Source: an optimization exercise on an open RTL-to-GDS flow (aim: small area, a short achievable clock period and few clock cycles per item). Production flows keep margins and buffers that such runs may drop.
Power and IR drop assume default switching activity.

== indigo ==
Design gcode_block_parser_top, start of the top module:
module gcode_block_parser_top #(
	parameter int AXIS_WORD_CHARS = 15,
	parameter int INT_WORD_DIGITS = 4
) (
	input  logic        clk,
	input  logic        arst_n,
	input  logic        cfg_we,
	input  logic [7:0]  cfg_wdata,
	input  logic        char_valid,
	input  logic [7:0]  char_in,
	output logic        char_ready,
	output logic        block_valid,
	input  logic        block_ready,
	output logic [13:0] block_number,
	output logic [1:0]  code_letter,
	output logic [6:0]  code_number,
	output logic [13:0] feed_value,
	output logic [13:0] repeat_count,
	output logic [31:0] x_milli,
	output logic [31:0] y_milli,
	output logic [31:0] z_milli,
	output logic [31:0] a_milli
);
Size: roughly 270 flip-flops, roughly 200 I/O pins, roughly 14000 sq um of cells after synthesis.
clock: 8.0 ns
lec_check: 0
abc_area: 1
cap_margin: 20
core_margin: 2
core_utilization: 40
setup_slack_margin: 4.7
slew_margin: 20
standard.sh (not shown) runs the stock make flow with config.mk's settings and CLKGATE_MAP_FILE= SYNTH_SCRIPT=/design/flow/synth_recipe.tcl, a recipe that flattens the netlist after the stock synthesis.
==> flow/flow/run.sh <==
#!/bin/bash
set -euo pipefail
bash standard.sh "BUFFER_PORTS_ARGS=-buffer_cell sky130_fd_sc_hd__buf_1" finish > flow_make.log 2>&1
indigo ended with every stage complete and zero timing, DRC or antenna violations.
#### Input delta (maple over indigo)
--- a/flow/design.v
+++ b/flow/design.v
@@ -95,21 +95,18 @@
 	logic             first_q;    
 	logic             cr_q;       
 	logic             tk_q;       
 	gbp_pkg::kind_t            kind_q;
 	logic             pw_q;       
 	logic [CNT_W-1:0] cnt_q;
 	logic             neg_q, pt_q, st_q, en_q, ovf_q;
 	logic [1:0]       fd_q;
 	logic             mul10_q;    
-	logic             frac_q;     
-	logic             mul10b_q;   
-	logic             fracb_q;
 	logic [1:0]       wsel_q;     
 	logic [AW-1:0]    acc_q;
 	logic [13:0]      f_n, f_feed, f_rep;
 	logic [1:0]       f_cl;
 	logic [6:0]       f_cn;
 	logic [31:0]      f_x, f_y, f_z, f_a;
 	assign char_ready   = cr_q;
 	assign block_valid  = bv_q;
 	assign block_number = f_n;
@@ -233,28 +230,22 @@
 	logic       o_axis;
 	logic [1:0] n_wsel, wsel_d;
 	logic       neg_d;
 	assign mul10 = mul10_q;
 	assign o_axis = (kc == gbp_pkg::K_W) || (kc == gbp_pkg::K_U) || (kc == gbp_pkg::K_V)
 		|| (kc == gbp_pkg::K_A);
 	assign n_wsel = !k_axis ? 2'd3 : (!n_pt ? 2'd0 : n_fd + 2'd1);
 	assign wsel_d = absorb ? n_wsel : (open_new ? (o_axis ? 2'd0 : 2'd3) : wsel_q);
 	assign neg_d  = absorb ? n_neg : (open_new ? 1'b0 : neg_q);
-	logic       take_c;
-	logic [1:0] wsel_p;
-	logic       neg_p;
-	assign take_c = word_open && !early;
-	assign wsel_p = (cv_q && !ct_q) ? (take_c ? n_wsel : (o_axis ? 2'd0 : 2'd3)) : wsel_q;
-	assign neg_p  = (cv_q && !ct_q) ? (take_c && n_neg) : neg_q;
 	logic [13:0] bw;
 	always_comb begin
 		bw = 14'd0;
-		case ({wsel_p, char_in[3:0]})
+		case ({wsel_d, char_in[3:0]})
 			{2'd0, 4'd1}: bw = 14'd1000;
 			{2'd0, 4'd2}: bw = 14'd2000;
 			{2'd0, 4'd3}: bw = 14'd3000;
 			{2'd0, 4'd4}: bw = 14'd4000;
 			{2'd0, 4'd5}: bw = 14'd5000;
 			{2'd0, 4'd6}: bw = 14'd6000;
 			{2'd0, 4'd7}: bw = 14'd7000;
 			{2'd0, 4'd8}: bw = 14'd8000;
 			{2'd0, 4'd9}: bw = 14'd9000;
@@ -285,23 +276,20 @@
 			{2'd3, 4'd6}: bw = 14'd6;
 			{2'd3, 4'd7}: bw = 14'd7;
 			{2'd3, 4'd8}: bw = 14'd8;
 			{2'd3, 4'd9}: bw = 14'd9;
 			default: bw = 14'd0;
 		endcase
 	end
 	logic [AW-1:0] op1, op2, op3, csa_s, csa_c, acc_sum;
 	logic          acc_oor;
-	localparam int HB = AW / 2;
-	assign op1[HB-1:0]  = mul10_q ? {acc_q[HB-4:0], 3'b000} : '0;
-	assign op1[AW-1:HB] = mul10b_q ? acc_q[AW-4:HB-3] : '0;
-	assign op2[HB-1:0]  = !frac_q ? {acc_q[HB-2:0], 1'b0} : acc_q[HB-1:0];
-	assign op2[AW-1:HB] = !fracb_q ? acc_q[AW-2:HB-1] : acc_q[AW-1:HB];
+	assign op1 = mul10 ? {acc_q[AW-4:0], 3'b000} : '0;
+	assign op2 = mul10 ? {acc_q[AW-2:0], 1'b0} : acc_q;
 	assign op3 = {{(AW-15){wt_q[14]}}, wt_q};
 	assign csa_s = op1 ^ op2 ^ op3;
 	assign csa_c = (op1 & op2) | (op1 & op3) | (op2 & op3);
 	assign acc_sum = add_sk(csa_s, {csa_c[AW-2:0], wt_q[14]}, !absorb);
 	assign acc_oor  = (acc_q[AW-1:31] != '0) && (acc_q[AW-1:31] != '1);
 	logic        sat;
 	logic [31:0] axis_val;
 	logic [13:0] int_val;
 	assign sat      = ovf_q || acc_oor;
@@ -334,48 +322,42 @@
 			end else if (emit || pw_q) begin
 				kind_q <= gbp_pkg::K_NONE;
 				pw_q <= 1'b0;
 			end
 		end
 	end
 	always_ff @(posedge clk) begin
 		if (!stall) begin
 			cls_q <= gbp_pkg::cls_of(char_in);
-			wt_q <= {neg_p, bw ^ {14{neg_p}}};
+			wt_q <= {neg_d, bw ^ {14{neg_d}}};
 		end
 		ct_q <= ct_d;
 		first_q <= first_d;
 		if (absorb) begin
 			cnt_q <= cnt_inc;
 			neg_q <= n_neg;
 			pt_q <= n_pt;
 			st_q <= n_st;
 			en_q <= n_en;
 			fd_q <= n_fd;
 			mul10_q <= !(k_axis && n_pt);
-			frac_q <= k_axis && n_pt;
-			mul10b_q <= !n_pt;
-			fracb_q <= n_pt && !k_int;
 			wsel_q <= wsel_d;
 			if (add) begin
 				ovf_q <= ovf_q || acc_oor;
 			end
 		end else if (open_new) begin
 			cnt_q <= '0;
 			neg_q <= 1'b0;
 			pt_q <= 1'b0;
 			st_q <= 1'b0;
 			en_q <= 1'b0;
 			fd_q <= 2'd0;
 			mul10_q <= 1'b1;
-			frac_q <= 1'b0;
-			mul10b_q <= 1'b1;
-			fracb_q <= 1'b0;
 			wsel_q <= wsel_d;
 			ovf_q <= 1'b0;
 		end
 		if ((absorb && add) || open_new) acc_q <= acc_sum;
 	end
 	logic w_n, w_c, w_f, w_l, w_x, w_y, w_z, w_a;
 	logic h_n, h_c, h_f, h_l, h_x, h_y, h_z, h_a;
 	assign w_n = wr && (kind_q == gbp_pkg::K_N);
 	assign w_c = wr && (kind_q == gbp_pkg::K_G || kind_q == gbp_pkg::K_M);
- The run showing the greater final critical path time including I/O delays and setup is maple.
- maple vs. indigo: maximum level of the CTS H-tree saw little to no change; total number of vias saw a decrease; worst max-slew margin expressed relative to the limit saw a decrease; total power saw a decrease; global-route track usage on met1 saw an increase.
- indigo has a higher part of the total power dissipated in combinational logic than maple.
- In maple, final worst slack is lower than in indigo.
- Summary of maple over indigo: synthesized cell count dropped 22, fraction of the yosys area taken by sequential cells climbed 1.1 points, simple logic cell fraction of the synthesized area climbed 0.39 points, cell area after placement dropped about 3%.
No run of this note included a check of the RTL's function; only the layout flow was run.

==> re-timing with driven ports <==
The flow's constraints put no driver on any port. The routed layouts listed below were extracted and timed again, unchanged, in two steps.
Step 1 (the two cells are an assumption about what drives the block):
set clk [get_ports {clk}]
set_driving_cell -lib_cell sky130_fd_sc_hd__clkbuf_16 $clk
set_driving_cell -lib_cell sky130_fd_sc_hd__buf_2 [delete_from_list [all_inputs] $clk]
Step 2 moves the port delays by t, midway between the first and last clock arrival at a register: inputs arrive t later, outputs are due t later. That takes back most of the time a late clock gives input paths.
Slacks: ideal / step 1 / step 2; pairs: ideal / step 1.
run | t (ns) | setup WS [ns] | latest minus earliest clock arrival (ns)
indigo | 0.627 | 4.778 / 4.778 / 4.442 | 0.018 / 0.019
maple | 0.614 | 4.691 / 4.691 / 4.404 | 0.012 / 0.012
After both steps setup and hold are still met in every run listed. The setup slack of indigo, which loses most, moves by 0.000 ns with the drivers and by -0.336 ns with both steps.
